This is an optimization exercise on Yosys and OpenROAD, whose aim is a short achievable clock period and few clock cycles per item, not a production implementation. Where RTL was checked, it was by simulation tests only, not by an equivalence proof against the original. For run 1, only the layout was checked, not whether the RTL still works. The clock port is modelled as an ideal driver; clocking choices that lean on that would not hold on a real chip. Power is estimated from default activity; no workload was simulated.

**design/flow/run.sh**
```bash
#!/bin/bash
# synth_recipe.tcl (not shown) runs the flow's synth.tcl, then flattens the netlist and writes it again
# the make line also repeats each setting of config.mk as NAME=value (left out here)
make -C /OpenROAD-flow-scripts/flow DESIGN_CONFIG=/design/flow/config.mk WORK_HOME=/design/flow/orfs CLKGATE_MAP_FILE= SYNTH_SCRIPT=/design/flow/synth_recipe.tcl finish
```
**design/flow/config.mk**
```make
export PLATFORM = sky130hd
export DESIGN_NAME = page_swap_slot_manager
export DESIGN_NICKNAME = page_swap_slot_manager
export VERILOG_FILES = /design/flow/design.v
export SDC_FILE = /design/flow/constraint.sdc
export NUM_CORES = 4
export LEC_CHECK = 0
export CAP_MARGIN = 30
export CORE_MARGIN = 2
export CORE_UTILIZATION = 40
export PLACE_DENSITY = 0.6
export SETUP_SLACK_MARGIN = 3.3
export SLEW_MARGIN = 20
export SYNTH_HIERARCHICAL = 1
```
**design/flow/constraint.sdc**
```tcl
create_clock -name core_clock -period 5.0 [get_ports {clk}]
set_input_delay 1.0000 -clock core_clock [delete_from_list [all_inputs] [get_ports {clk}]]
set_output_delay 1.0000 -clock core_clock [all_outputs]
set_load 0.01 [all_outputs]
```
**design/flow/design.v**
```verilog
package pssm_pkg;
  localparam int PAGE_W  = 6;
  localparam int FRAME_W = 5;
  localparam int LOC_W   = 6;
  localparam int OUT_W   = 6;
  localparam int NUM_PAGES  = 64;
  localparam int SWAP_SLOTS = 64;
  localparam int SLOT_W     = $clog2(SWAP_SLOTS);
  localparam int GROUP_W    = 16;
  localparam int SUB_W      = 4;
  localparam int NUM_GROUPS = NUM_PAGES / GROUP_W;
  localparam int NUM_SUBS   = GROUP_W / SUB_W;
  localparam int GRP_W      = $clog2(NUM_GROUPS);
  localparam int POS_W      = $clog2(GROUP_W);
  localparam int SUBPOS_W   = $clog2(SUB_W);
  localparam int SUBIDX_W   = $clog2(NUM_SUBS);
  localparam int K_W        = $clog2(NUM_GROUPS + 1);
  typedef logic [1:0] opcode_t;
  localparam opcode_t OP_FIND     = 2'd0;
  localparam opcode_t OP_SWAP_OUT = 2'd1;
  localparam opcode_t OP_SWAP_IN  = 2'd2;
  localparam opcode_t OP_LOAD     = 2'd3;
  typedef logic [1:0] status_t;
  localparam status_t ST_DONE      = 2'd0;
  localparam status_t ST_NO_VALID  = 2'd1;
  localparam status_t ST_SWAP_FULL = 2'd2;
  typedef struct packed {
    logic [LOC_W-1:0]  location;
    logic [PAGE_W-1:0] vpage;
    logic              dirty;
  } row_t;
  typedef struct packed {
    logic accept;
    logic scan_step;
    logic rd_issue;
    logic exec;
    logic fail;
    logic load_out;
  } cmd_t;
  typedef struct packed {
    opcode_t op;
    logic    scan_hit;
    logic    scan_last;
    logic    out_free;
  } stat_t;
endpackage
module pssm_nand2 (input logic a, input logic b, output logic y);
  assign y = ~(a & b);
endmodule
module pssm_nor2 (input logic a, input logic b, output logic y);
  assign y = ~(a | b);
endmodule
module pssm_nand3 (input logic a, input logic b, input logic c, output logic y);
  assign y = ~(a & b & c);
endmodule
module pssm_a22oi (input logic a1, input logic a2, input logic b1, input logic b2, output logic y);
  assign y = ~((a1 & a2) | (b1 & b2));
endmodule
module pssm_a211oi (input logic a1, input logic a2, input logic b1, input logic c1, output logic y);
  assign y = ~((a1 & a2) | b1 | c1);
endmodule
module pssm_o211ai (input logic a1, input logic a2, input logic b1, input logic c1, output logic y);
  assign y = ~((a1 | a2) & b1 & c1);
endmodule
module pssm_inv (input logic a, output logic y);
  assign y = ~a;
endmodule
module pssm_pfx_or64 (
  input  logic [63:0] x,
  output logic [63:0] y
);
  logic [64*7-1:0] s;
  assign s[63:0] = x;
  for (genvar k = 0; k < 6; k++) begin : g_lvl
    for (genvar i = 0; i < 64; i++) begin : g_bit
      if (i >= (1 << k)) begin : g_op
        if (k % 2 == 0) begin : g_nor
          pssm_nor2 u (.a(s[64*k + i]), .b(s[64*k + i - (1 << k)]), .y(s[64*(k+1) + i]));
        end else begin : g_nand
          pssm_nand2 u (.a(s[64*k + i]), .b(s[64*k + i - (1 << k)]), .y(s[64*(k+1) + i]));
        end
      end else begin : g_pass
        pssm_inv u (.a(s[64*k + i]), .y(s[64*(k+1) + i]));
      end
    end
  end
  assign y = s[64*7-1 -: 64];
endmodule
module pssm_pfx_or64_and (
  input  logic [63:0] a,
  input  logic [63:0] b,
  output logic [63:0] y
);
  logic [64*6-1:0] s;    
  for (genvar i = 0; i < 64; i++) begin : g_first
    if (i >= 1) begin : g_op
      pssm_a22oi u (.a1(a[i]), .a2(b[i]), .b1(a[i-1]), .b2(b[i-1]), .y(s[i]));
    end else begin : g_pass
      pssm_nand2 u (.a(a[i]), .b(b[i]), .y(s[i]));
    end
  end
  for (genvar k = 1; k < 6; k++) begin : g_lvl
    for (genvar i = 0; i < 64; i++) begin : g_bit
      if (i >= (1 << k)) begin : g_op
        if (k % 2 == 0) begin : g_nor
          pssm_nor2 u (.a(s[64*(k-1) + i]), .b(s[64*(k-1) + i - (1 << k)]), .y(s[64*k + i]));
        end else begin : g_nand
          pssm_nand2 u (.a(s[64*(k-1) + i]), .b(s[64*(k-1) + i - (1 << k)]), .y(s[64*k + i]));
        end
      end else begin : g_pass
        pssm_inv u (.a(s[64*(k-1) + i]), .y(s[64*k + i]));
      end
    end
  end
  assign y = s[64*6-1 -: 64];
endmodule
module pssm_pfx_and64 (
  input  logic [63:0] x,
  output logic [63:0] y
);
  logic [64*7-1:0] s;
  assign s[63:0] = x;
  for (genvar k = 0; k < 6; k++) begin : g_lvl
    for (genvar i = 0; i < 64; i++) begin : g_bit
      if (i >= (1 << k)) begin : g_op
        if (k % 2 == 0) begin : g_nand
          pssm_nand2 u (.a(s[64*k + i]), .b(s[64*k + i - (1 << k)]), .y(s[64*(k+1) + i]));
        end else begin : g_nor
          pssm_nor2 u (.a(s[64*k + i]), .b(s[64*k + i - (1 << k)]), .y(s[64*(k+1) + i]));
        end
      end else begin : g_pass
        pssm_inv u (.a(s[64*k + i]), .y(s[64*(k+1) + i]));
      end
    end
  end
  assign y = s[64*7-1 -: 64];
endmodule
module pssm_sel64 (
  input  logic [7:0]  hi,
  input  logic [7:0]  lo,
  input  logic [63:0] d,
  output logic        y_n
);
  logic [127:0] s;    
  for (genvar i = 0; i < 64; i++) begin : g_leaf
    pssm_nand3 u (.a(hi[i / 8]), .b(lo[i % 8]), .c(d[i]), .y(s[64 + i]));
  end
  for (genvar n = 1; n < 64; n++) begin : g_node
    if ((n >= 32) || (n >= 8 && n < 16) || (n >= 2 && n < 4)) begin : g_nand
      pssm_nand2 u (.a(s[2*n]), .b(s[2*n + 1]), .y(s[n]));
    end else begin : g_nor
      pssm_nor2 u (.a(s[2*n]), .b(s[2*n + 1]), .y(s[n]));
    end
  end
  assign y_n = s[1];
endmodule
module pssm_enc64 (
  input  logic [63:0] x,
  output logic [5:0]  y_n
);
  for (genvar b = 0; b < 6; b++) begin : g_bit
    logic [31:0] t;
    logic [63:0] s;    
    for (genvar i = 0; i < 64; i++) begin : g_pick
      if ((i >> b) % 2 == 1) begin : g_on
        assign t[((i >> (b + 1)) << b) | (i % (1 << b))] = x[i];
      end
    end
    assign s[63:32] = t;
    for (genvar n = 1; n < 32; n++) begin : g_node
      if ((n >= 8 && n < 16) || (n >= 2 && n < 4)) begin : g_nand
        pssm_nand2 u (.a(s[2*n]), .b(s[2*n + 1]), .y(s[n]));
      end else begin : g_nor
        pssm_nor2 u (.a(s[2*n]), .b(s[2*n + 1]), .y(s[n]));
      end
    end
    assign y_n[b] = s[1];
  end
endmodule
module pssm_zeros64 (
  input  logic [63:0] x,
  output logic        full_n,
  output logic        one_n
);
  logic [127:0] a;    
  logic [127:0] t;    
  assign a[127:64] = x;
  assign t[127:64] = '1;
  for (genvar n = 1; n < 64; n++) begin : g_node
    if ((n >= 32) || (n >= 8 && n < 16) || (n >= 2 && n < 4)) begin : g_pos
      pssm_nand2   ua (.a(a[2*n]), .b(a[2*n+1]), .y(a[n]));
      pssm_o211ai  ut (.a1(a[2*n]), .a2(a[2*n+1]), .b1(t[2*n]), .c1(t[2*n+1]), .y(t[n]));
    end else begin : g_neg
      pssm_nor2    ua (.a(a[2*n]), .b(a[2*n+1]), .y(a[n]));
      pssm_a211oi  ut (.a1(a[2*n]), .a2(a[2*n+1]), .b1(t[2*n]), .c1(t[2*n+1]), .y(t[n]));
    end
  end
  assign full_n = a[1];
  assign one_n  = t[1];
endmodule
import pssm_pkg::*;
module page_swap_slot_manager (
  input  logic                clk,
  input  logic                rst,
  input  logic                req_valid,
  output logic                req_ready,
  input  logic [1:0]          req_opcode,
  input  logic [PAGE_W-1:0]   req_page_number,
  input  logic [FRAME_W-1:0]  req_frame_number,
  input  logic                req_load_valid,
  output logic                rsp_valid,
  input  logic                rsp_ready,
  output logic [OUT_W-1:0]    rsp_victim_page,
  output logic [OUT_W-1:0]    rsp_swap_slot,
  output logic [1:0]          rsp_status
);
  localparam int CAP = 5;    
  logic                 req_ready_q;
  logic                 i_valid;
  logic [1:0]           i_op;
  logic [PAGE_W-1:0]    i_page;
  logic [7:0]           i_pg_hi;           
  logic [7:0]           i_pg_lo;           
  logic                 rst_q;             
  logic [FRAME_W-1:0]   i_frame;
  logic                 i_lv;
  assign req_ready = req_ready_q;
  always_ff @(posedge clk) begin
    i_op      <= req_opcode;
    i_page    <= req_page_number;
    i_pg_hi   <= 8'(1) << req_page_number[5:3];
    i_pg_lo   <= 8'(1) << req_page_number[2:0];
    rst_q     <= rst;
    i_frame   <= req_frame_number;
    i_lv      <= req_load_valid;
    i_valid   <= !rst && req_valid && req_ready_q;
  end
  logic [NUM_PAGES-1:0]  entry_valid;      
  logic [SWAP_SLOTS-1:0] slot_used;        
  logic [NUM_PAGES-1:0]  ptr_mask;         
  logic                  full_q;           
  logic [LOC_W-1:0]      loc [NUM_PAGES];  
  logic                 d_valid;
  logic                 d_find, d_out, d_in, d_load;
  logic [PAGE_W-1:0]    d_page;
  logic [NUM_PAGES-1:0] d_page_oh;
  logic [FRAME_W-1:0]   d_frame;
  logic                 d_lv;
  logic [LOC_W-1:0]     d_l_bin;           
  logic                 d_fwd_out;         
  logic                 d_fwd_fr;          
  logic                  w_valid;          
  logic [1:0]            w_status;
  logic                  w_find_ok;        
  logic                  w_out_ok;         
  logic [SWAP_SLOTS-1:0] w_new_oh;
  logic                  w_in;             
  logic [LOC_W-1:0]      w_l_bin;
  logic                  w_we;             
  logic [PAGE_W-1:0]     w_page;
  logic [FRAME_W-1:0]    w_frame;
  logic [LOC_W-1:0]      w_s_bin;
  logic [LOC_W-1:0]      w_loc;
  logic [LOC_W-1:0]      w_s_bin_n;
  pssm_enc64 u_enc_s (.x(w_new_oh), .y_n(w_s_bin_n));
  assign w_s_bin = ~w_s_bin_n;
  assign w_loc   = w_out_ok ? w_s_bin : LOC_W'(w_frame);
  logic                  x_we;
  logic [PAGE_W-1:0]     x_page;
  logic [LOC_W-1:0]      x_loc;
  logic                  match_d, match_w, match_x;
  logic [NUM_PAGES-1:0]  loc_bits [LOC_W];
  logic [LOC_W-1:0]      rd_n;
  always_comb begin
    for (int b = 0; b < LOC_W; b++)
      for (int j = 0; j < NUM_PAGES; j++) loc_bits[b][j] = loc[j][b];
  end
  for (genvar b = 0; b < LOC_W; b++) begin : g_rd
    pssm_sel64 u_rd (.hi(i_pg_hi), .lo(i_pg_lo), .d(loc_bits[b]), .y_n(rd_n[b]));
  end
  always_comb begin
    match_d = d_valid && (d_page == i_page);
    match_w = w_we && (w_page == i_page);
    match_x = x_we && (x_page == i_page);
  end
  always_ff @(posedge clk) begin
    d_page    <= i_page;
    for (int j = 0; j < NUM_PAGES; j++) d_page_oh[j] <= i_pg_hi[j / 8] && i_pg_lo[j % 8];
    d_frame   <= i_frame;
    d_lv      <= i_lv;
    d_find    <= i_op == OP_FIND;
    d_out     <= i_op == OP_SWAP_OUT;
    d_in      <= i_op == OP_SWAP_IN;
    d_load    <= i_op == OP_LOAD;
    d_fwd_out <= match_d && d_out;
    d_fwd_fr  <= match_d && (d_in || d_load);
    d_l_bin   <= match_w ? w_loc : match_x ? x_loc : ~rd_n;
  end
  logic                  is_find, is_out, is_in, is_load;
  logic [NUM_PAGES-1:0]  pm, pv, ptr_next;
  logic                  any_m, any_v;
  logic [SWAP_SLOTS-1:0] pa, used_out, used_in, new_oh, loc_oh;
  logic                  full, fwd_hit;
  logic [LOC_W-1:0]      l_sel;
  logic                  v_we, v_new;
  pssm_pfx_or64_and u_pm (.a(entry_valid), .b(ptr_mask), .y(pm));
  pssm_pfx_or64     u_pv (.x(entry_valid), .y(pv));
  pssm_pfx_and64 u_pa (.x(slot_used), .y(pa));
  logic full_now, one_free;
  pssm_zeros64 u_zeros (.x(slot_used), .full_n(full_now), .one_n(one_free));
  always_comb begin
    is_find = d_valid && d_find;
    is_out  = d_valid && d_out;
    is_in   = d_valid && d_in;
    is_load = d_valid && d_load;
    any_m    = pm[NUM_PAGES-1];
    any_v    = pv[NUM_PAGES-1];
    ptr_next = pm | (pv & {NUM_PAGES{!any_m}}) | (ptr_mask & {NUM_PAGES{!any_v}});
    full     = full_q;
    used_out = slot_used | {pa[SWAP_SLOTS-2:0], 1'b1};
    new_oh   = ~slot_used & {pa[SWAP_SLOTS-2:0], 1'b1};
    fwd_hit = d_fwd_out && w_out_ok;
    l_sel   = d_fwd_fr ? LOC_W'(w_frame) : d_l_bin;
    loc_oh  = fwd_hit ? w_new_oh : (SWAP_SLOTS'(1) << l_sel);
    used_in = slot_used & ~loc_oh;
    v_we  = is_in || is_load || (is_out && !full);
    v_new = is_in || (is_load && d_lv);
  end
  always_ff @(posedge clk) begin
    if (rst) begin
      d_valid <= 1'b0;
      w_valid <= 1'b0;
      w_we    <= 1'b0;
      x_we    <= 1'b0;
    end else begin
      d_valid <= i_valid;
      w_valid <= d_valid;
      w_we    <= is_in || is_load || (is_out && !full);
      x_we    <= w_we;
    end
  end
  always_ff @(posedge clk) begin
    if (rst_q) begin
      entry_valid <= '0;
      slot_used   <= '0;
      ptr_mask    <= '1;
      full_q      <= 1'b0;
      for (int i = 0; i < NUM_PAGES; i++) loc[i] <= '0;
    end else begin
      for (int i = 0; i < NUM_PAGES; i++) begin
        if (v_we && d_page_oh[i]) entry_valid[i] <= v_new;
      end
      if (is_find) ptr_mask <= ptr_next;
      full_q <= is_in ? 1'b0 : is_out ? one_free : full_now;
      if (is_out) slot_used <= used_out;
      else if (is_in) slot_used <= used_in;
      for (int i = 0; i < NUM_PAGES; i++)
        if (x_we && x_page == PAGE_W'(i)) loc[i] <= x_loc;
    end
  end
  always_ff @(posedge clk) begin
    w_page    <= d_page;
    w_frame   <= d_frame;
    w_new_oh  <= new_oh;
    w_out_ok  <= is_out && !full;
    w_find_ok <= is_find && any_v;
    w_in      <= is_in;
    w_l_bin   <= fwd_hit ? w_s_bin : l_sel;
    w_status  <= (is_find && !any_v) ? ST_NO_VALID :
                 (is_out && full)    ? ST_SWAP_FULL : ST_DONE;
    x_page    <= w_page;
    x_loc     <= w_loc;
  end
  logic [13:0]          w_rsp;    
  logic [NUM_PAGES-1:0] first;    
  logic [PAGE_W-1:0]    victim_n;
  assign first = ptr_mask & ~{ptr_mask[NUM_PAGES-2:0], 1'b0};
  pssm_enc64 u_enc_v (.x(first), .y_n(victim_n));
  always_comb begin
    w_rsp = {w_find_ok ? OUT_W'(~victim_n) : OUT_W'(0),
             w_out_ok ? OUT_W'(w_s_bin) : w_in ? OUT_W'(w_l_bin) : OUT_W'(0),
             w_status};
  end
  logic [13:0] q_mem [8];
  logic [7:0]  q_rp, q_wp;            
  logic [CAP:0] q_cnt;                
  logic [CAP-1:0] flight;             
  logic [13:0] at_rp, at_rp1, head0, head1;
  logic        acc, pop, push;
  always_comb begin
    acc    = req_valid && req_ready_q;
    pop    = rsp_valid && rsp_ready;
    push   = w_valid;
    at_rp  = '0;
    at_rp1 = '0;
    for (int k = 0; k < 8; k++) begin
      at_rp  = at_rp  | (q_rp[k] ? q_mem[k] : 14'd0);
      at_rp1 = at_rp1 | (q_rp[(k + 7) % 8] ? q_mem[k] : 14'd0);
    end
    head0 = q_cnt[0] ? at_rp  : w_rsp;    
    head1 = q_cnt[1] ? at_rp1 : w_rsp;    
  end
  assign rsp_valid = q_cnt[0];
  always_ff @(posedge clk) begin
    if (rst) begin
      q_rp        <= 8'd1;
      q_wp        <= 8'd1;
      q_cnt       <= '0;
      flight      <= '0;
      req_ready_q <= 1'b1;
    end else begin
      if (pop)  q_rp <= {q_rp[6:0], q_rp[7]};
      if (push) q_wp <= {q_wp[6:0], q_wp[7]};
      if (push && !pop)      q_cnt <= {q_cnt[CAP-1:0], 1'b1};
      else if (!push && pop) q_cnt <= {1'b0, q_cnt[CAP:1]};
      if (acc && !pop) begin
        flight      <= {flight[CAP-2:0], 1'b1};
        req_ready_q <= !flight[CAP-2];
      end else if (!acc && pop) begin
        flight      <= {1'b0, flight[CAP-1:1]};
        req_ready_q <= 1'b1;
      end else begin
        req_ready_q <= !flight[CAP-1];
      end
    end
  end
  always_ff @(posedge clk) begin
    for (int k = 0; k < 8; k++) if (push && q_wp[k]) q_mem[k] <= w_rsp;
    {rsp_victim_page, rsp_swap_slot, rsp_status} <= pop ? head1 : head0;
  end
endmodule
```
==> results of run 1 <==
-- final cells by class --
| cell class | count | area (µm²) |
|---|---|---|
| multi-input cells | 4623 | 28800 |
| fillers | 10700 | 56400 |
| clock buffers | 132 | 2800 |
| diodes | 2 | 5.00 |
| flip-flops and latches | 953 | 20800 |
| clock inverters | 58 | 708 |
| well taps | 1536 | 1920 |
| inverters | 273 | 1060 |
| repair inverters | 7 | 200 |
| repair buffers | 376 | 5120 |
-- final timing paths --
| path | endpoint | slack (ns) | cells after the start |
|---|---|---|---|
| hold reg to reg | w_frame[2] | 0.33 | 0 |
| setup / recovery | rsp_victim_page[0] | 2.82 | 1 |
| hold / removal | w_frame[2] | 0.33 | 0 |
| setup reg to reg | d_l_bin[3] | 3.04 | 12 |
-- registers in the layout (all words and copies together) (netlist names), 8 cells and up --
name,flops
loc,384
i_pg_lo,8
q_rp,8
entry_valid,64
d_page_oh,64
ptr_mask,64
i_pg_hi,8
w_new_oh,64
q_wp,8
q_mem,112
slot_used,64
-- power breakdown --
part / internal [W] / switching, W
Sequential: 0.00771 / 0.000102
Combinational: 0.000329 / 0.000590
Clock: 0.00460 / 0.00336
-- repair_timing --
action,CTS,global route
hold endpoints to repair,0,0
setup buffers,145,89
setup endpoints to repair,819,615
resized for setup,987,998
cloned,34,26
pin swaps,193,424
-- through the flow --
stage	hold slack, ns	instance area (µm²)	instances	setup slack (ns)
2_1_floorplan	0.310	47900	6324	3.02
3_3_place_gp	0.311	47800	7460	2.18
3_5_place_dp	0.312	48100	7472	2.20
4_1_cts	0.327	56100	7841	2.78
5_1_grt	0.337	61500	7959	2.78
6_report	0.328	61500	7960	2.82
-- routing by layer --
metal,vias to the layer above,part of all wire [%],track usage [%]
li1,21100,-,-
met1,21700,42,35.6
met2,2054,45,41.4
met3,495,7.9,3.37
met4,0,4.9,10.7
met5,-,0,0
==> summary.md, run 1 <==
| Metric | Value |
|---|---|
| Width of the die | 349 µm |
| Clock tree from TritonCTS | yes |
| Setup TNS | 0 ns |
| Worst slew margin relative to its limit | approximately two fifths |
| Slowest cell on the critical path | sky130_fd_sc_hd__dfxtp_4 |
| Data required time of the worst path | 4.00 ns |
| Power density normalized to cell area | roughly 270 nW/µm² |
| Starting DRT DRC Count | 4422 |
| Area added between synthesis and finish | 29.5% |
| Die Area | between 100000 and 150000 µm² |
| Clock skew after layout | just over 0.04 ns |
| Wire length of the first global-routing pass | roughly 250000 µm |
| Achievable Freq | roughly 460 MHz |
| Family with the most delay on the worst path | flip-flops |
| Critical path buffers and inverters | 1 |
| H-tree depth | 3 |
| Critical Path Source Type | flip-flop |
| Max-cap viol count | 0 |
| Count of final hold-check violations | 0 |
| Most used cells in the layout excluding fill and tap cells | sky130_fd_sc_hd__nand2_1 (1032), sky130_fd_sc_hd__nor2_1 (719), sky130_fd_sc_hd__dfxtp_1 (576) |
| DRC errors left | 0 |
| Leak | 24.0 nW |
| Die height | 349 µm |
| Port buffer count | 33 |
| Critical path endpoint category | output pin |
| Leading cell type in the layout, fill and taps excluded | sky130_fd_sc_hd__nand2_1 |
| Placement Rows | around 130 |
| Maximum buffer depth of the clock tree | 3 |
| Weighted congestion reported at the end of routability-driven placement | 1.00 |
| Sink count of the clock tree | about 950 |
| Reg2Reg Launch Point | i_pg_lo[0] |
| Slew @ Worst Pin | just over 0.9 ns |
| Hold crit path type | flip-flop to flip-flop |
| Initial core utilization | approximately two fifths |
| Total vias in the final route | 45300 |
| Sum of routed wire length over all layers | approximately 170000 µm |
| Hold_buf cts | 0 |
| Total Nets Final | between 6000 and 7000 |
| Period Utilization, post-route | ~44% |
| Largest net degree at the start of global routing | 161 |
| Slowest Stage Delay on Critical Path | 0.36 ns |
| Average wire per cell in the routed design | ~22 µm |
| IO Pins | 34 |
| Final number of setup-violating endpoints | 0 |
| Clk slew on worst S/H paths | 0.06 ns |
| Total design power | approximately 0.017 W |
| Area of the core | 118000 µm² |
| Antenna Violating Nets Remaining | 0 |
| Half-perimeter wire length of the detailed placement result | roughly 100000 µm |
| First-pass DRT Iterations | 7 |
| Mean Syn Cell Area | around 7.6 µm² |
| Remaining Overflow, GRT | 0 |
| Post-layout utilization of the core | ~52% |
| Layout cells sized above 1 | between 30% and 40% |
| Inserted Clock Buffers | between 100 and 150 |
| Vias in the first global route | 41900 |
| Kind of critical path | flip-flop to output pin |
| Cell at the root of the clock tree | sky130_fd_sc_hd__clkbuf_16 |
| Vias per std cell | about 5.7 |
| Critical path origin | rsp_victim_page[0] |
| Setup repair after global routing missed its margin | yes |
| Latest clock arrival within the worst-skew pair | 0.71 ns |
| Hold path start | d_frame[2] |
| Cell count after synthesis | 6261 |
| Crit path DAT | 1.18 ns |
| Number of antenna violations at the first check in global routing | 4 |
| Count of warnings emitted by yosys | 13 |
| Result of the run | timing/DRC/antenna clean |
| Overall routing resource usage | a little over a quarter |
| Critical Path Fanout Max | 1 |
| Worst vdd ir | about 0.27 mV |
| Slew Limit Fails | 0 |
| Period minus WS final | 2.18 ns |
| Post-Syn Area | between 40000 and 50000 µm² |
| Worst-path cell chain | buf_6 |
==> run 2, diff against run 1 <==
--- a/design/flow/design.v
+++ b/design/flow/design.v
@@ -67,7 +67,8 @@
 endmodule
 module pssm_pfx_or64 (
   input  logic [63:0] x,
-  output logic [63:0] y
+  output logic [63:0] y,
+  output logic [3:0]  any    
 );
   logic [64*7-1:0] s;
   assign s[63:0] = x;
@@ -85,11 +86,15 @@
     end
   end
   assign y = s[64*7-1 -: 64];
+  for (genvar c = 0; c < 4; c++) begin : g_any
+    pssm_nand2 u (.a(s[64*5 + 63]), .b(s[64*5 + 31]), .y(any[c]));
+  end
 endmodule
 module pssm_pfx_or64_and (
   input  logic [63:0] a,
   input  logic [63:0] b,
-  output logic [63:0] y
+  output logic [63:0] y,
+  output logic [3:0]  any    
 );
   logic [64*6-1:0] s;    
   for (genvar i = 0; i < 64; i++) begin : g_first
@@ -113,6 +118,9 @@
     end
   end
   assign y = s[64*6-1 -: 64];
+  for (genvar c = 0; c < 4; c++) begin : g_any
+    pssm_nand2 u (.a(s[64*4 + 63]), .b(s[64*4 + 31]), .y(any[c]));
+  end
 endmodule
 module pssm_pfx_and64 (
   input  logic [63:0] x,
@@ -303,8 +311,9 @@
   logic                  full, fwd_hit;
   logic [LOC_W-1:0]      l_sel;
   logic                  v_we, v_new;
-  pssm_pfx_or64_and u_pm (.a(entry_valid), .b(ptr_mask), .y(pm));
-  pssm_pfx_or64     u_pv (.x(entry_valid), .y(pv));
+  logic [3:0]            any_m4, any_v4;
+  pssm_pfx_or64_and u_pm (.a(entry_valid), .b(ptr_mask), .y(pm), .any(any_m4));
+  pssm_pfx_or64     u_pv (.x(entry_valid), .y(pv), .any(any_v4));
   pssm_pfx_and64 u_pa (.x(slot_used), .y(pa));
   logic full_now, one_free;
   pssm_zeros64 u_zeros (.x(slot_used), .full_n(full_now), .one_n(one_free));
@@ -315,7 +324,8 @@
     is_load = d_valid && d_load;
     any_m    = pm[NUM_PAGES-1];
     any_v    = pv[NUM_PAGES-1];
-    ptr_next = pm | (pv & {NUM_PAGES{!any_m}}) | (ptr_mask & {NUM_PAGES{!any_v}});
+    for (int i = 0; i < NUM_PAGES; i++)
+      ptr_next[i] = pm[i] | (pv[i] & !any_m4[i / 16]) | (ptr_mask[i] & !any_v4[i / 16]);
     full     = full_q;
     used_out = slot_used | {pa[SWAP_SLOTS-2:0], 1'b1};
     new_oh   = ~slot_used & {pa[SWAP_SLOTS-2:0], 1'b1};
==> summary.md, run 2 <==
| Metric | Value |
|---|---|
| Post-route cell area | 60300 µm² |
| DRC errors left | 0 |
| Weighted congestion reported at the end of routability-driven placement | between 0.9 and 1 |
| Most used cells in the layout excluding fill and tap cells | sky130_fd_sc_hd__nand2_1 (1083), sky130_fd_sc_hd__nor2_1 (740), sky130_fd_sc_hd__nand3_1 (653) |
| Mean Syn Cell Area | approximately 7.6 µm² |
| Clock skew after layout | slightly below 0.04 ns |
| Antenna Violating Nets Remaining | 0 |
| Biggest registers after layout | loc (384), q_mem (112) |
| Reg2Reg Launch Point | entry_valid[3] |
| Hold path depth | 0 |
| R2r endpoint | ptr_mask[63] |
| Data required time of the worst path | roughly 4.0 ns |
| Result of the run | timing/DRC/antenna clean |
| Overall routing resource usage | a little over a quarter |
| Largest net degree at the start of global routing | about 140 |
| Register with the highest flop count | loc |
| Net switching power figure | approximately 0.0041 W |
| Slew @ Worst Pin | 1.04 ns |
| Width of the die | ~350 µm |
| Period Utilization, post-route | ~45% |
| Number of cells on the worst reg-to-reg path | 12 |
| Standard cell area after detailed placement | slightly below 50000 µm² |
| Hold worst-path end | w_frame[4] |
| Achievable Freq | around 440 MHz |
| Count of warnings emitted by yosys | 13 |
| Post-layout utilization of the core | between 50% and 60% |
| Leak | 24.0 nW |
| Wire length of the first global-routing pass | around 250000 µm |
| Half-perimeter wire length of the detailed placement result | between 100000 and 150000 µm |
| Switch share | about a quarter |
| Vias per std cell | approximately 5.6 |
| Remaining Overflow, GRT | 0 |
| Max-cap viol count | 0 |
| Cell at the root of the clock tree | sky130_fd_sc_hd__clkbuf_16 |
| Critical path endpoint category | output pin |
| Setup TNS | 0 ns |
| Leading cell type in the layout, fill and taps excluded | sky130_fd_sc_hd__nand2_1 |
| Port buffer count | 33 |
| Setup slack of the worst register-to-register path | approximately 2.9 ns |
| Worst vdd ir | roughly 0.27 mV |
| Sum of routed wire length over all layers | 171000 µm |
| Die Area | ~120000 µm² |
| Hold_buf cts | 0 |
| Clock tree from TritonCTS | yes |
| Cell internal pwr | around 0.013 W |
| Area added between synthesis and finish | 27.0% |
| Vias in the first global route | about 42000 |
| Routing layer with the top usage in global route | met2 |
| Average wire per cell in the routed design | 21.3 µm |
| Power density normalized to cell area | between 200 and 300 nW/µm² |
| IO Pins | 34 |
| Critical Path Source Type | flip-flop |
| Total vias in the final route | 45300 |
| Layout cells sized above 1 | between 20% and 30% |
| Number of antenna violations at the first check in global routing | 2 |
| Met3 track utilization from global routing | around 4.2% |
| Maximum buffer depth of the clock tree | 3 |
| Hold crit path type | flip-flop to flip-flop |
| Cell count after synthesis | between 6000 and 7000 |
| Placement Rows | approximately 130 |
| Count of final hold-check violations | 0 |
| Hold path start | d_frame[4] |
| Post-Syn Area | roughly 47000 µm² |
| Latest clock arrival within the worst-skew pair | ~0.72 ns |
| Gate power share | 5.2% |
| Initial core utilization | 40.3% |
| Final number of setup-violating endpoints | 0 |
| Total Nets Final | approximately 6400 |
| Met1 usage in global routing | 36.6% |
| Critical Path Fanout Max | 2 |
| Area of the core | between 100000 and 150000 µm² |
| Clk slew on worst S/H paths | approximately 0.06 ns |
| H-tree depth | 3 |
| Starting DRT DRC Count | a little under 5000 |
| Kind of critical path | flip-flop to output pin |
| Crit path DAT | 1.27 ns |
| Met2 track demand over resource | 42.1% |
| Inserted Clock Buffers | between 100 and 150 |
| Slew Limit Fails | 0 |
| Reg power frac | approximately 47% |
| Setup repair after global routing missed its margin | yes |
| Period minus WS final | 2.27 ns |
| First-pass DRT Iterations | 6 |
| Sink count of the clock tree | between 900 and 1000 |
| Clk network pwr share | a little under 50% |
| Die height | ~350 µm |
| Flip-flop count of the largest register, all copies and words added | approximately 380 |
| Worst slew margin relative to its limit | 30.4% |
-- run 2: cell type report --
cell class                      count  area [µm²]
Antenna cell                        3        7.51
Clock buffer                      157        3100
Clock inverter                     42         464
Fill cell                       10900       57600
Inverter                          271        1040
Multi-Input combinational cell   4658       27700
Sequential cell                   953       20900
Tap cell                         1536        1920
Timing Repair Buffer              425        5140
-- run 2: power groups by stage --
stage,combinational (W),sequential (W),clock [W]
after global placement,0.000417,0.00812,0
final,0.000864,0.00780,0.00801
after floorplan,0.000363,0.00800,0
after global routing,0.000894,0.00780,0.00841
after CTS,0.000722,0.00784,0.00811
after detailed placement,0.000440,0.00811,0
-- run 2: critical path: stages, from the launching register on --
cell                      delay (ns)
sky130_fd_sc_hd__dfxtp_2        0.33
sky130_fd_sc_hd__buf_12         0.13
sky130_fd_sc_hd__buf_6          0.11
-- run 2: timing repair --
action,4_1_cts,5_1_grt
setup endpoints to repair,835,624
buffers inserted,209,93
pin swaps,258,283
cloned,26,11
gates resized for setup,1066,631
-- run 2: worst max-delay path by stage --
stage	endpoint	startpoint	cells after the start	slack, ns
final	rsp_valid	q_cnt[0]	2	2.73
after global placement	q_cnt[0]	rsp_ready	7	1.98
after detailed placement	rsp_victim_page[5]	rsp_ready	5	1.95
after CTS	rsp_valid	q_cnt[0]	2	2.70
after floorplan	q_cnt[2]	rsp_ready	8	3.02
after global routing	rsp_valid	q_cnt[0]	2	2.70
-- run 2: per-stage QoR --
| step | hold slack, ns | setup slack [ns] | power, W | instances |
|---|---|---|---|---|
| 2_1_floorplan | 0.310 | 3.02 | 0.00837 | 6350 |
| 3_3_place_gp | 0.312 | 1.98 | 0.00854 | 7491 |
| 3_5_place_dp | 0.314 | 1.95 | 0.00855 | 7501 |
| 4_1_cts | 0.320 | 2.70 | 0.0167 | 7935 |
| 5_1_grt | 0.324 | 2.70 | 0.0171 | 8042 |
| 6_report | 0.306 | 2.73 | 0.0167 | 8045 |
-- run 2: metal layers --
layer / up-vias / wire [µm] / part of all wire (%)
li1: 21200 / - / -
met1: 21700 / 74200 / 43
met2: 1931 / 76000 / 44
met3: 403 / 13900 / 8.1
met4: 0 / 7380 / 4.3
met5: - / 0 / 0
Testbench counts of run 2, summed over its fixed seeds: cycles 12,032, items 12,000.
==> run 3, diff against run 2 <==
--- a/design/flow/design.v
+++ b/design/flow/design.v
@@ -223,7 +223,8 @@
   output logic [1:0]          rsp_status
 );
   localparam int CAP = 5;    
-  logic                 req_ready_q;
+  logic                 req_ready_q;       
+  logic [CAP-1:0]       flight;            
   logic                 i_valid;
   logic [1:0]           i_op;
   logic [PAGE_W-1:0]    i_page;
@@ -241,7 +242,7 @@
     rst_q     <= rst;
     i_frame   <= req_frame_number;
     i_lv      <= req_load_valid;
-    i_valid   <= !rst && req_valid && req_ready_q;
+    i_valid   <= !rst && req_valid && !flight[CAP-1];
   end
   logic [NUM_PAGES-1:0]  entry_valid;      
   logic [SWAP_SLOTS-1:0] slot_used;        
@@ -394,12 +395,11 @@
   logic [13:0] q_mem [8];
   logic [7:0]  q_rp, q_wp;            
   logic [CAP:0] q_cnt;                
-  logic [CAP-1:0] flight;             
   logic [13:0] at_rp, at_rp1, head0, head1;
   logic        acc, pop, push;
   always_comb begin
-    acc    = req_valid && req_ready_q;
-    pop    = rsp_valid && rsp_ready;
+    acc    = req_valid && !flight[CAP-1];
+    pop    = q_cnt[0] && rsp_ready;
     push   = w_valid;
     at_rp  = '0;
     at_rp1 = '0;
@@ -410,17 +410,18 @@
     head0 = q_cnt[0] ? at_rp  : w_rsp;    
     head1 = q_cnt[1] ? at_rp1 : w_rsp;    
   end
-  assign rsp_valid = q_cnt[0];
   always_ff @(posedge clk) begin
     if (rst) begin
       q_rp        <= 8'd1;
       q_wp        <= 8'd1;
       q_cnt       <= '0;
+      rsp_valid   <= 1'b0;
       flight      <= '0;
       req_ready_q <= 1'b1;
     end else begin
       if (pop)  q_rp <= {q_rp[6:0], q_rp[7]};
       if (push) q_wp <= {q_wp[6:0], q_wp[7]};
+      rsp_valid <= push || q_cnt[1] || (q_cnt[0] && !rsp_ready);
       if (push && !pop)      q_cnt <= {q_cnt[CAP-1:0], 1'b1};
       else if (!push && pop) q_cnt <= {1'b0, q_cnt[CAP:1]};
       if (acc && !pop) begin
==> summary.md, run 3 <==
| Metric | Value |
|---|---|
| Worst vdd ir | about 0.27 mV |
| Port buffer count | 33 |
| Remaining Overflow, GRT | 0 |
| Register with the highest flop count | loc |
| Achievable Freq | 456 MHz |
| Area of the core | approximately 120000 µm² |
| Max-cap viol count | 0 |
| Hold crit path type | flip-flop to flip-flop |
| Critical path buffers and inverters | 1 |
| Biggest registers after layout | loc (384), q_mem (112) |
| Number of placed instances with taps included | around 7500 |
| Register Area | 21000 µm² |
| Data required time of the worst path | approximately 4 ns |
| Weighted congestion reported at the end of routability-driven placement | roughly 0.96 |
| Count of warnings emitted by yosys | 13 |
| Mean Syn Cell Area | approximately 7.6 µm² |
| Sum of routed wire length over all layers | 169000 µm |
| Critical path endpoint category | output pin |
| Multi-input logic area | about 27000 µm² |
| Layout cells sized above 1 | 26.4% |
| Leak | approximately 24 nW |
| Setup repair after global routing missed its margin | yes |
| H-tree depth | 3 |
| Kind of critical path | flip-flop to output pin |
| Family with the most delay on the worst path | flip-flops |
| First-pass DRT Iterations | 7 |
| Critical Path Fanout Max | 1 |
| Wire length of the first global-routing pass | between 200000 and 250000 µm |
| Latest clock arrival within the worst-skew pair | 0.73 ns |
| Crit path DAT | around 1.2 ns |
| Area added between synthesis and finish | 24.3% |
| Result of the run | timing/DRC/antenna clean |
| Starting DRT DRC Count | 4128 |
| Worst slew margin relative to its limit | between 30% and 40% |
| Critical Path Source Type | flip-flop |
| IO Pins | 34 |
| Leading cell type in the layout, fill and taps excluded | sky130_fd_sc_hd__nand2_1 |
| Slowest cell on the critical path | sky130_fd_sc_hd__dfxtp_2 |
| Cell at the root of the clock tree | sky130_fd_sc_hd__clkbuf_16 |
| Half-perimeter wire length of the detailed placement result | ~100000 µm |
| Largest net degree at the start of global routing | ~140 |
| Setup TNS | 0 ns |
| Inserted Clock Buffers | 103 |
| Placement Rows | 126 |
| Slowest Stage Delay on Critical Path | 0.36 ns |
| Total vias in the final route | 44900 |
| Die height | 349 µm |
| Standard cell area after detailed placement | about 48000 µm² |
| Overall routing resource usage | around a quarter |
| Clock skew after layout | 0.0724 ns |
| Cell count after synthesis | between 6000 and 7000 |
| Antenna Violating Nets Remaining | 0 |
| Final cell count without fillers | roughly 8000 |
| Count of filler cells inserted in the layout | around 11000 |
| Period minus WS final | approximately 2.2 ns |
| Width of the die | 349 µm |
| Clock tree from TritonCTS | yes |
| Slew @ Worst Pin | roughly 1 ns |
| Power density normalized to cell area | between 200 and 300 nW/µm² |
| Average wire per cell in the routed design | 21.1 µm |
| Number of antenna violations at the first check in global routing | 6 |
| Worst-path cell chain | buf_6 |
| Slew Limit Fails | 0 |
| Count of final hold-check violations | 0 |
| Vias in the first global route | between 40000 and 50000 |
| Maximum buffer depth of the clock tree | 3 |
| Vias per std cell | between 5 and 6 |
| Initial core utilization | between 40% and 50% |
| Post-Syn Area | roughly 48000 µm² |
| Flip-flop count of the largest register, all copies and words added | between 300 and 400 |
| DRC errors left | 0 |
| Period Utilization, post-route | 43.9% |
| Most used cells in the layout excluding fill and tap cells | sky130_fd_sc_hd__nand2_1 (1149), sky130_fd_sc_hd__nor2_1 (783), sky130_fd_sc_hd__nand3_1 (654) |
| Sink count of the clock tree | about 950 |
| Total Nets Final | 6400 |
| Final number of setup-violating endpoints | 0 |
| Post-route cell area | 59300 µm² |
| Die Area | ~120000 µm² |
| Clk slew on worst S/H paths | about 0.060 ns |
-- run 3: cell types whose count changed in the layout (fill, tap and decap cells not counted), sizes merged, moves of 9 or more --
cell   previous run  this run
a32o             16         0
o21ai            86       109
nor3             32         5
nand4             2        11
nand2          1316      1346
nor2           1080      1120
a22oi           152       162
buf             398       326
-- run 3: per-stage QoR --
step	util, %	hold slack [ns]	setup WS (ns)	total power, W
after detailed placement	40.8	0.312	2.10	0.00855
final	50.2	0.325	2.81	0.0165
after global routing	50.2	0.322	2.75	0.0169
after floorplan	-	0.310	3.16	0.00837
after global placement	40.7	0.312	2.08	0.00853
after CTS	47.6	0.312	2.76	0.0165
-- run 3: path summary, 6_finish.rpt --
path | start | slack (ns) | to | depth (start not counted)
worst max-delay path | rsp_swap_slot[2] | 2.81 | rsp_swap_slot[2] | 1
worst min-delay path | d_frame[4] | 0.32 | w_frame[4] | 0
worst max register to register | ptr_mask[9] | 2.83 | ptr_mask[62] | 14
worst min register to register | d_frame[4] | 0.32 | w_frame[4] | 0
-- run 3: what timing repair did --
item | in CTS | in global routing
pin swaps | 202 | 278
buffers inserted | 162 | 68
resized for setup | 997 | 599
cloned | 20 | 19
hold buffers | 0 | 0
setup endpoints to repair | 843 | 606
hold endpoints to repair | 0 | 0
-- run 3: where the power goes --
part           internal (W)  switching, W  total (W)
registers           0.00769     0.0000824    0.00778
clock network       0.00447       0.00335    0.00783
logic              0.000290      0.000560   0.000850
total                0.0125       0.00400     0.0165
-- run 3: routing by layer --
| metal | vias up | wire length (µm) | global-route usage, % |
|---|---|---|---|
| met1 | 21600 | 73700 | 35.9 |
| met4 | 4 | 6190 | 8.37 |
| met2 | 1800 | 77400 | 41.5 |
| met5 | - | 27 | 0 |
| li1 | 21100 | - | - |
| met3 | 354 | 11800 | 3.36 |
-- run 3: cell type report --
class                           count  area share [%]
Antenna cell                        3          0.0127
Clock buffer                      146            4.94
Clock inverter                     43           0.892
Inverter                          268            1.74
Multi-Input combinational cell   4692            46.3
Sequential cell                   954            35.3
Tap cell                         1536            3.24
Timing Repair Buffer              360            7.58
Testbench counts of run 3, summed over its fixed seeds: cycles 12,032, items 12,000.
==> run 4, diff against run 3 <==
--- a/design/flow/design.v
+++ b/design/flow/design.v
@@ -67,8 +67,7 @@
 endmodule
 module pssm_pfx_or64 (
   input  logic [63:0] x,
-  output logic [63:0] y,
-  output logic [3:0]  any    
+  output logic [63:0] y
 );
   logic [64*7-1:0] s;
   assign s[63:0] = x;
@@ -86,9 +85,6 @@
     end
   end
   assign y = s[64*7-1 -: 64];
-  for (genvar c = 0; c < 4; c++) begin : g_any
-    pssm_nand2 u (.a(s[64*5 + 63]), .b(s[64*5 + 31]), .y(any[c]));
-  end
 endmodule
 module pssm_pfx_or64_and (
   input  logic [63:0] a,
@@ -248,6 +244,7 @@
   logic [SWAP_SLOTS-1:0] slot_used;        
   logic [NUM_PAGES-1:0]  ptr_mask;         
   logic                  full_q;           
+  logic                  any_v_q;          
   logic [LOC_W-1:0]      loc [NUM_PAGES];  
   logic                 d_valid;
   logic                 d_find, d_out, d_in, d_load;
@@ -312,9 +309,11 @@
   logic                  full, fwd_hit;
   logic [LOC_W-1:0]      l_sel;
   logic                  v_we, v_new;
-  logic [3:0]            any_m4, any_v4;
+  logic [3:0]            any_m4;
   pssm_pfx_or64_and u_pm (.a(entry_valid), .b(ptr_mask), .y(pm), .any(any_m4));
-  pssm_pfx_or64     u_pv (.x(entry_valid), .y(pv), .any(any_v4));
+  pssm_pfx_or64     u_pv (.x(entry_valid), .y(pv));
+  logic others_any;
+  assign others_any = |(entry_valid & ~d_page_oh);
   pssm_pfx_and64 u_pa (.x(slot_used), .y(pa));
   logic full_now, one_free;
   pssm_zeros64 u_zeros (.x(slot_used), .full_n(full_now), .one_n(one_free));
@@ -324,9 +323,9 @@
     is_in   = d_valid && d_in;
     is_load = d_valid && d_load;
     any_m    = pm[NUM_PAGES-1];
-    any_v    = pv[NUM_PAGES-1];
+    any_v    = any_v_q;
     for (int i = 0; i < NUM_PAGES; i++)
-      ptr_next[i] = pm[i] | (pv[i] & !any_m4[i / 16]) | (ptr_mask[i] & !any_v4[i / 16]);
+      ptr_next[i] = pm[i] | (pv[i] & !any_m4[i / 16]);
     full     = full_q;
     used_out = slot_used | {pa[SWAP_SLOTS-2:0], 1'b1};
     new_oh   = ~slot_used & {pa[SWAP_SLOTS-2:0], 1'b1};
@@ -356,12 +355,14 @@
       slot_used   <= '0;
       ptr_mask    <= '1;
       full_q      <= 1'b0;
+      any_v_q     <= 1'b0;
       for (int i = 0; i < NUM_PAGES; i++) loc[i] <= '0;
     end else begin
       for (int i = 0; i < NUM_PAGES; i++) begin
         if (v_we && d_page_oh[i]) entry_valid[i] <= v_new;
       end
-      if (is_find) ptr_mask <= ptr_next;
+      if (is_find && any_v) ptr_mask <= ptr_next;
+      if (v_we) any_v_q <= v_new || others_any;
       full_q <= is_in ? 1'b0 : is_out ? one_free : full_now;
       if (is_out) slot_used <= used_out;
       else if (is_in) slot_used <= used_in;
==> summary.md, run 4 <==
| Metric | Value |
|---|---|
| Result of the run | timing/DRC/antenna clean |
| Number of antenna violations at the first check in global routing | 6 |
| Clock skew after layout | approximately 0.082 ns |
| Vias in the first global route | 42400 |
| Count of warnings emitted by yosys | 13 |
| Final critical-path setup slack | ~2.8 ns |
| Total vias in the final route | ~45000 |
| Biggest registers after layout | loc (384), q_mem (112) |
| Final worst hold slack | between 0.2 and 0.3 ns |
| Critical path buffers and inverters | 1 |
| First-pass DRT Iterations | 6 |
| Clk slew on worst S/H paths | 0.06 ns |
| Hold path depth | 0 |
| Worst slew margin relative to its limit | 30.0% |
| Placement Rows | approximately 130 |
| Worst vdd ir | between 0.2 and 0.3 mV |
| IO Pins | 34 |
| Leading cell type in the layout, fill and taps excluded | sky130_fd_sc_hd__nand2_1 |
| Post-Syn Area | around 48000 µm² |
| Ant. Diodes | 0 |
| Hold crit path type | flip-flop to flip-flop |
| Slew Limit Fails | 0 |
| Area of the core | 118000 µm² |
| Hold path start | d_frame[1] |
| Clock tree from TritonCTS | yes |
| Period Utilization, post-route | between 40% and 50% |
| Slowest cell on the critical path | sky130_fd_sc_hd__dfxtp_4 |
| Overall routing resource usage | between 20% and 30% |
| Placement Setup Slack | slightly below 2 ns |
| Sink count of the clock tree | around 960 |
| Slew @ Worst Pin | between 1 and 1.5 ns |
| Slowest Stage Delay on Critical Path | roughly 0.36 ns |
| Depth of the critical timing path with buffers and inverters included | 1 |
| Cell count after synthesis | about 6300 |
| Register with the highest flop count | loc |
| Starting DRT DRC Count | about 4400 |
| Width of the die | 349 µm |
| Area added between synthesis and finish | 25.2% |
| Worst-path cell chain | buf_6 |
| Maximum buffer depth of the clock tree | 3 |
| Reg2Reg Launch Point | entry_valid[13] |
| Critical Path Fanout Max | 1 |
| Die Area | ~120000 µm² |
| Crit path DAT | 1.20 ns |
| R2r endpoint | ptr_mask[61] |
| Average wire per cell in the routed design | approximately 21 µm |
| Kind of critical path | flip-flop to output pin |
| H-tree depth | 3 |
| Cell at the root of the clock tree | sky130_fd_sc_hd__clkbuf_16 |
| Most used cells in the layout excluding fill and tap cells | sky130_fd_sc_hd__nand2_1 (1137), sky130_fd_sc_hd__nor2_1 (806), sky130_fd_sc_hd__nand3_1 (633) |
| Initial core utilization | between 40% and 50% |
| Layout cells sized above 1 | 26.6% |
| Post-layout utilization of the core | approximately half |
| Power density normalized to cell area | between 200 and 300 nW/µm² |
| Antenna Violating Nets Remaining | 0 |
| Inserted Clock Buffers | ~110 |
| Largest net degree at the start of global routing | ~160 |
| Half-perimeter wire length of the detailed placement result | between 100000 and 150000 µm |
| DRC errors left | 0 |
| Total design power | 0.0170 W |
| Vias per std cell | ~5.6 |
| Latest clock arrival within the worst-skew pair | around 0.74 ns |
| Mean Syn Cell Area | roughly 7.5 µm² |
| Data required time of the worst path | 4.00 ns |
| Family with the most delay on the worst path | flip-flops |
| Count of final hold-check violations | 0 |
| Final number of setup-violating endpoints | 0 |
| Period minus WS final | 2.20 ns |
| Setup TNS | 0 ns |
| Setup repair after global routing missed its margin | yes |
| Max-cap viol count | 0 |
| Die height | between 300 and 400 µm |
| Wire length of the first global-routing pass | 256000 µm |
| Critical path origin | rsp_swap_slot[4] |
| Critical path endpoint category | output pin |
| Port buffer count | 33 |
| Number of cells on the worst reg-to-reg path | 12 |
| Flip-flop count of the largest register, all copies and words added | between 300 and 400 |
| Remaining Overflow, GRT | 0 |
| Total Nets Final | roughly 6400 |
| Leak | approximately 24 nW |
| Weighted congestion reported at the end of routability-driven placement | 1.00 |
| Hold worst-path end | w_frame[1] |
| Sum of routed wire length over all layers | between 150000 and 200000 µm |
| Setup slack of the worst register-to-register path | between 2 and 3 ns |
| Achievable Freq | ~450 MHz |
| Critical Path Source Type | flip-flop |
run 4: stage by stage:
| step | instance area, µm² | std cells |
|---|---|---|
| finish | 59600 | 7994 |
| global route | 59600 | 7994 |
| CTS | 57300 | 7947 |
| detailed placement | 48300 | 7545 |
| global placement | 48200 | 7537 |
| floorplan | 48000 | 6388 |
run 4: final cells by class:
type,instances,area [µm²]
Timing Repair Buffer,350,4400
Clock inverter,49,732
Inverter,267,1040
Clock buffer,148,3060
Multi-Input combinational cell,4689,27600
Fill cell,11100,58500
Tap cell,1536,1920
Sequential cell,955,20900
run 4: worst max path at each step:
| stage | endpoint |
|---|---|
| 6_report | rsp_swap_slot[4] |
| 5_1_grt | rsp_swap_slot[3] |
| 4_1_cts | rsp_swap_slot[3] |
| 3_5_place_dp | rsp_victim_page[4] |
| 3_3_place_gp | rsp_status[1] |
| 2_1_floorplan | q_cnt[1] |
run 4: power by group:
| group | total (W) | internal [W] | leakage (nW) | switching, W |
|---|---|---|---|---|
| combinational | 0.000801 | 0.000271 | 14.1 | 0.000531 |
| clock | 0.00842 | 0.00498 | 1.85 | 0.00344 |
| sequential | 0.00781 | 0.00772 | 8.17 | 0.0000880 |
| total | 0.0170 | 0.0130 | 24.1 | 0.00405 |
run 4: per-layer routing:
layer	track usage, %	wire (µm)
met5	0	61
met4	11.7	7610
met2	43.8	79200
met1	35.5	72100
met3	4.04	12300
run 4: repair_timing:
action | in CTS | in global routing
setup buffers | 174 | 38
pin swaps | 297 | 267
endpoints found under the setup margin | 795 | 547
hold buffers | 0 | 0
resized for setup | 1053 | 534
gates cloned | 31 | 7
Testbench counts of run 4, summed over its fixed seeds: cycles 12,032, items 12,000.
==> run 5, diff against run 4 <==
==> design/flow/flow/run.sh (new file) <==
#!/bin/bash
# the standard layout, with one addition before clock tree synthesis: each
# flip-flop that drives an output port's buffer is moved next to that buffer
# (flow/place_out.tcl), so the register-to-port wire is short
set -euo pipefail
export PRE_CTS_TCL="$(pwd)/flow/place_out.tcl"
bash standard.sh > standard_flow.log 2>&1
==> design/flow/flow/place_out.tcl (new file) <==
# move the flip-flops that drive output buffers next to those buffers, then
# legalize; runs in cts.tcl after the placed design is loaded
set block [ord::get_db_block]
set moved 0
foreach bterm [$block getBTerms] {
  if {[$bterm getIoType] ne "OUTPUT"} { continue }
  set net [$bterm getNet]
  if {$net eq "NULL"} { continue }
  set buf ""
  foreach it [$net getITerms] {
    if {[$it isOutputSignal]} { set buf [$it getInst] }
  }
  if {$buf eq ""} { continue }
  set innet ""
  foreach it [$buf getITerms] {
    if {[$it isInputSignal] && [$it getNet] ne "NULL"} { set innet [$it getNet] }
  }
  if {$innet eq ""} { continue }
  set ff ""
  foreach it [$innet getITerms] {
    if {[$it isOutputSignal]} { set ff [$it getInst] }
  }
  if {$ff eq "" || ![[$ff getMaster] isSequential]} { continue }
  set loc [$buf getLocation]
  $ff setLocation [lindex $loc 0] [lindex $loc 1]
  $ff setPlacementStatus PLACED
  incr moved
  puts "place_out: [$ff getName] next to [$buf getName] ([$bterm getName])"
}
puts "place_out: moved $moved flip-flops"
detailed_placement
==> design/flow/standard.sh (new file) <==
#!/bin/bash
# synth_recipe.tcl (not shown) runs the flow's synth.tcl, then flattens the netlist and writes it again
# the make line also repeats each setting of config.mk as NAME=value (left out here)
make -C /OpenROAD-flow-scripts/flow DESIGN_CONFIG=/design/flow/config.mk WORK_HOME=/design/flow/orfs CLKGATE_MAP_FILE= SYNTH_SCRIPT=/design/flow/synth_recipe.tcl "${@:-finish}"
removed: design/flow/run.sh
==> summary.md, run 5 <==
| Metric | Value |
|---|---|
| Clock tree from TritonCTS | yes |
| Mean Syn Cell Area | between 7 and 8 µm² |
| Critical Path Source Type | flip-flop |
| Met2 track demand over resource | around 43% |
| Cell internal pwr | 0.0127 W |
| Final critical-path setup slack | 2.86 ns |
| Crit path DAT | between 1 and 1.5 ns |
| Hold crit path type | flip-flop to flip-flop |
| Starting DRT DRC Count | 4550 |
| Critical path endpoint category | output pin |
| Total vias in the final route | 44700 |
| Switch share | a little under a quarter |
| Remaining Overflow, GRT | 0 |
| Largest net degree at the start of global routing | 161 |
| Worst vdd ir | 0.301 mV |
| Setup repair after global routing missed its margin | yes |
| Number of cells on the worst reg-to-reg path | 11 |
| Initial core utilization | ~40% |
| Layout cells sized above 1 | around a quarter |
| Final number of setup-violating endpoints | 0 |
| Setup slack of the worst register-to-register path | approximately 2.9 ns |
| Routing layer with the top usage in global route | met2 |
| Met3 track utilization from global routing | about 3.9% |
| Most used cells in the layout excluding fill and tap cells | sky130_fd_sc_hd__nand2_1 (1181), sky130_fd_sc_hd__nor2_1 (802), sky130_fd_sc_hd__nand3_1 (658) |
| Period minus WS final | approximately 2.1 ns |
| Count of filler cells inserted in the layout | 11200 |
| Power density normalized to cell area | 283 nW/µm² |
| Hold path depth | 0 |
| Hold worst-path end | w_frame[1] |
| Total Nets Final | approximately 6400 |
| Kind of critical path | flip-flop to output pin |
| Data required time of the worst path | 4.00 ns |
| Vias per std cell | roughly 5.6 |
| R2r endpoint | d_l_bin[1] |
| Port buffer count | 33 |
| Clk network pwr share | around 48% |
| Setup TNS | 0 ns |
| Critical Path Fanout Max | 1 |
| Count of warnings emitted by yosys | 13 |
| Area added between synthesis and finish | 23.8% |
| Ant. Diodes | 0 |
| Number of antenna violations at the first check in global routing | 6 |
| Final cell count without fillers | ~8000 |
| Latest clock arrival within the worst-skew pair | between 0.7 and 0.8 ns |
| Reg power frac | 46.8% |
| Inserted Clock Buffers | ~110 |
| Slew Limit Fails | 0 |
| Count of final hold-check violations | 0 |
| Leading cell type in the layout, fill and taps excluded | sky130_fd_sc_hd__nand2_1 |
| Gate power share | under 10% |
| Width of the die | 349 µm |
| Hold_buf cts | 0 |
| Sum of routed wire length over all layers | 171000 µm |
| Period Utilization, post-route | 42.8% |
| Area of the core | ~120000 µm² |
| Flip-flop count of the largest register, all copies and words added | between 300 and 400 |
| Max-cap viol count | 0 |
| Reg2Reg Launch Point | i_pg_hi[5] |
| IO Pins | 34 |
| Result of the run | timing/DRC/antenna clean |
| DRC errors left | 0 |
| Die height | around 350 µm |
| Slowest cell on the critical path | sky130_fd_sc_hd__dfxtp_2 |
| Clock skew after layout | between 0.06 and 0.07 ns |
| First-pass DRT Iterations | 6 |
| Worst slew margin relative to its limit | between 30% and 40% |
| Net switching power figure | around 0.004 W |
| Leak | 23.8 nW |
| Met1 usage in global routing | between 30% and 40% |
| Overall routing resource usage | 26.9% |
| Sink count of the clock tree | around 960 |
| Hold path start | d_frame[1] |
| Critical path buffers and inverters | 1 |
| Average wire per cell in the routed design | around 21 µm |
| Placement Setup Slack | around 1.9 ns |
| Wire length of the first global-routing pass | roughly 260000 µm |
| Half-perimeter wire length of the detailed placement result | approximately 100000 µm |
| Die Area | roughly 120000 µm² |
| Vias in the first global route | about 42000 |
| Family with the most delay on the worst path | flip-flops |
| Placement Rows | between 100 and 150 |
| Slowest Stage Delay on Critical Path | 0.31 ns |
| Cell count after synthesis | roughly 6300 |
| Achievable Freq | 467 MHz |
| Post-route cell area | about 60000 µm² |
| Worst-path cell chain | buf_2 |
| Standard cell area after detailed placement | slightly below 50000 µm² |
| Post-Syn Area | about 48000 µm² |
| Register with the highest flop count | loc |
| Number of placed instances with taps included | 7545 |
| Weighted congestion reported at the end of routability-driven placement | about 1.0 |
| Slew @ Worst Pin | approximately 1 ns |
| Clk slew on worst S/H paths | about 0.060 ns |
| Biggest registers after layout | loc (384), q_mem (112) |
| Antenna Violating Nets Remaining | 0 |
[run 5: worst max-delay path by stage]
stage	start	endpoint	depth (start not counted)
after floorplan	rsp_ready	q_cnt[1]	8
after global placement	rsp_ready	rsp_status[1]	7
after detailed placement	rsp_ready	rsp_victim_page[4]	7
after CTS	rsp_swap_slot[4]	rsp_swap_slot[4]	1
after global routing	rsp_swap_slot[1]	rsp_swap_slot[1]	1
final	rsp_swap_slot[4]	rsp_swap_slot[4]	1
[run 5: layer usage]
metal	up-vias	part of all wire, %	wire length, µm
met5	-	0.033	56
met4	8	5.3	9140
met3	450	6.9	11800
met2	1721	46	78000
met1	21400	42	72000
li1	21200	-	-
[run 5: layout make-up]
type,count,area [µm²],share of cell area [%]
clock inverter,50,621,1.05
tap,1536,1920,3.26
inverter,267,1040,1.77
multi-input combinational,4691,27100,46.1
clock buffer,144,3010,5.10
sequential,955,20900,35.4
timing repair buffer,342,4310,7.32
[run 5: what timing repair did]
action                                  in CTS  in global routing
buffers inserted                           167                 38
endpoints found under the setup margin     790                567
pin swaps                                  293                229
cloned                                      29                 10
resized for setup                         1055                440
[run 5: metrics by stage]
| step | util, % | total power [W] | hold WS (ns) |
|---|---|---|---|
| global placement | 40.8 | 0.00855 | 0.313 |
| CTS | 48.3 | 0.0167 | 0.278 |
| floorplan | - | 0.00836 | 0.310 |
| detailed placement | 40.9 | 0.00855 | 0.312 |
| finish | 49.9 | 0.0167 | 0.267 |
| global route | 49.9 | 0.0171 | 0.279 |
[run 5: power by group through the flow]
stage / registers [W] / clock network [W] / logic (W)
floorplan: 0.00802 / 0 / 0.000346
global placement: 0.00807 / 0 / 0.000480
detailed placement: 0.00806 / 0 / 0.000487
CTS: 0.00784 / 0.00819 / 0.000693
global route: 0.00781 / 0.00851 / 0.000820
finish: 0.00781 / 0.00808 / 0.000789
==> run 6, diff against run 5 <==
--- a/design/flow/config.mk
+++ b/design/flow/config.mk
@@ -8,6 +8,8 @@
 export CAP_MARGIN = 30
 export CORE_MARGIN = 2
 export CORE_UTILIZATION = 40
+export CTS_CLUSTER_DIAMETER = 60
+export CTS_CLUSTER_SIZE = 24
 export PLACE_DENSITY = 0.6
 export SETUP_SLACK_MARGIN = 3.3
 export SLEW_MARGIN = 20
==> summary.md, run 6 <==
| Metric | Value |
|---|---|
| Family with the most delay on the worst path | flip-flops |
| Sink count of the clock tree | ~960 |
| Area of the core | around 120000 µm² |
| First-pass DRT Iterations | 7 |
| Hold crit path type | flip-flop to flip-flop |
| Port buffer count | 33 |
| Clk slew on worst S/H paths | 0.08 ns |
| Sum of routed wire length over all layers | ~170000 µm |
| Total vias in the final route | 45000 |
| Slowest Stage Delay on Critical Path | 0.33 ns |
| Vias in the first global route | 42300 |
| Crit path DAT | approximately 1.1 ns |
| Critical Path Source Type | flip-flop |
| Average wire per cell in the routed design | about 21 µm |
| Number of antenna violations at the first check in global routing | 4 |
| Slew Limit Fails | 0 |
| Cell count after synthesis | 6325 |
| Post-Syn Area | about 48000 µm² |
| Count of final hold-check violations | 0 |
| IO Pins | 34 |
| Total Nets Final | about 6400 |
| Wire length of the first global-routing pass | between 200000 and 300000 µm |
| Remaining Overflow, GRT | 0 |
| Initial core utilization | 40.3% |
| Placement Setup Slack | 1.92 ns |
| Setup TNS | 0 ns |
| Worst slew margin relative to its limit | a little under a third |
| Final number of setup-violating endpoints | 0 |
| Slew @ Worst Pin | around 1.0 ns |
| Die Area | around 120000 µm² |
| Overall routing resource usage | a little over a quarter |
| Inserted Clock Buffers | ~90 |
| Hold path start | d_frame[1] |
| Mean Syn Cell Area | around 7.5 µm² |
| Area added between synthesis and finish | 24.6% |
| Number of cells on the worst reg-to-reg path | 12 |
| Most used cells in the layout excluding fill and tap cells | sky130_fd_sc_hd__nand2_1 (1142), sky130_fd_sc_hd__nor2_1 (777), sky130_fd_sc_hd__nand3_1 (649) |
| Period minus WS final | 2.13 ns |
| Number of placed instances with taps included | between 7000 and 8000 |
| Post-layout utilization of the core | 50.2% |
| Slowest cell on the critical path | sky130_fd_sc_hd__dfxtp_2 |
| Flip-flop count of the largest register, all copies and words added | 384 |
| Result of the run | timing/DRC/antenna clean |
| Hold path depth | 0 |
| Worst-path cell chain | buf_6 |
| Final cell count without fillers | between 8000 and 9000 |
| Final critical-path setup slack | approximately 2.9 ns |
| Count of warnings emitted by yosys | 13 |
| Achievable Freq | 469 MHz |
| Hold worst-path end | w_frame[1] |
| Kind of critical path | flip-flop to output pin |
| Layout cells sized above 1 | 27.2% |
| R2r endpoint | ptr_mask[31] |
| Leading cell type in the layout, fill and taps excluded | sky130_fd_sc_hd__nand2_1 |
| Critical Path Fanout Max | 1 |
| Period Utilization, post-route | approximately 43% |
| Register with the highest flop count | loc |
| Largest net degree at the start of global routing | 161 |
| Ant. Diodes | 0 |
| Weighted congestion reported at the end of routability-driven placement | between 1 and 1.5 |
| Starting DRT DRC Count | ~4600 |
| Setup repair after global routing missed its margin | yes |
| Setup slack of the worst register-to-register path | a little under 3 ns |
| Worst vdd ir | around 0.31 mV |
| Leak | 23.9 nW |
| Width of the die | roughly 350 µm |
| Half-perimeter wire length of the detailed placement result | between 100000 and 150000 µm |
| Final worst hold slack | between 0.3 and 0.4 ns |
| Depth of the critical timing path with buffers and inverters included | 1 |
| Placement Rows | approximately 130 |
| Reg2Reg Launch Point | entry_valid[9] |
| Data required time of the worst path | 4.00 ns |
| Critical path endpoint category | output pin |
| Latest clock arrival within the worst-skew pair | about 0.69 ns |
| Vias per std cell | between 5 and 6 |
| Biggest registers after layout | loc (384), q_mem (112) |
| Antenna Violating Nets Remaining | 0 |
| DRC errors left | 0 |
| Hold_buf cts | 0 |
| Clock tree from TritonCTS | yes |
| Die height | 349 µm |
| Critical path buffers and inverters | 1 |
| Clock skew after layout | about 0.054 ns |
| Max-cap viol count | 0 |
| Power density normalized to cell area | ~270 nW/µm² |
[run 6: layer usage]
metal	vias to the layer above	wire, µm	part of all wire (%)	track usage [%]
met5	-	38	0.022	0
met4	6	8010	4.7	12.4
met3	432	12300	7.2	4.10
met2	1779	78600	46	43.6
met1	21500	72400	42	35.5
li1	21300	-	-	-
[run 6: how the worst max path moves through the flow]
stage	startpoint	to
final	rsp_victim_page[4]	rsp_victim_page[4]
after global routing	entry_valid[9]	ptr_mask[31]
after CTS	rsp_victim_page[4]	rsp_victim_page[4]
after detailed placement	rsp_ready	rsp_victim_page[4]
after global placement	rsp_ready	rsp_status[1]
after floorplan	rsp_ready	q_cnt[1]
[run 6: area by class of cell]
| class | count | area [µm²] |
|---|---|---|
| Sequential cell | 955 | 21000 |
| Fill cell | 11200 | 58800 |
| Multi-Input combinational cell | 4691 | 27500 |
| Clock inverter | 69 | 927 |
| Inverter | 267 | 1040 |
| Timing Repair Buffer | 393 | 4640 |
| Tap cell | 1536 | 1920 |
| Clock buffer | 96 | 2320 |
[run 6: timing repair]
action / in CTS / in global routing
pin swaps: 303 / 265
buffers inserted: 202 / 58
resized for setup: 1067 / 561
cloned: 28 / 7
endpoints found under the setup margin: 796 / 625
[run 6: metrics by stage]
| stage | power [W] | instance area, µm² |
|---|---|---|
| 3_5_place_dp | 0.00855 | 48300 |
| 4_1_cts | 0.0162 | 56800 |
| 2_1_floorplan | 0.00836 | 48000 |
| 3_3_place_gp | 0.00855 | 48200 |
| 5_1_grt | 0.0166 | 59300 |
| 6_report | 0.0161 | 59300 |
[run 6: power by group]
group | total [W] | internal [W] | switching [W]
combinational | 0.000788 | 0.000268 | 0.000520
clock | 0.00754 | 0.00392 | 0.00361
sequential | 0.00779 | 0.00769 | 0.0000959

-- static timing again, ports no longer ideal --
How much do the figures lean on ideal ports? The routed layouts below were timed once more, with nothing changed but the port constraints. Step 1 assumes that a clkbuf_16 drives the clock port and a buf_2 every other input. Step 2 moves the port delays by t, midway between the first and last clock arrival at a register: inputs arrive t later, outputs are due t later. That takes back most of the time a late clock gives input paths. a / b / c = ideal ports / drivers / drivers and shift; a / b = the first two.
run | t (ns) | setup WS [ns] | worst setup path at the end | latest minus earliest clock arrival (ns)
run 1 | 0.764 | 2.824 / 2.751 / 2.663 | input to register | 0.044 / 0.044
run 2 | 0.770 | 2.729 / 2.657 / 2.640 | input to register | 0.041 / 0.042
run 3 | 0.769 | 2.806 / 2.732 / 2.612 | input to register | 0.074 / 0.074
run 4 | 0.765 | 2.798 / 2.729 / 2.636 | input to register | 0.086 / 0.086
run 5 | 0.762 | 2.861 / 2.792 / 2.594 | input to register | 0.072 / 0.073
run 6 | 0.738 | 2.869 / 2.803 / 2.579 | input to register | 0.069 / 0.068
After both steps every run listed still meets setup and hold. The setup slack of run 6, which loses most, moves by -0.066 ns with the drivers and by -0.290 ns with both steps.
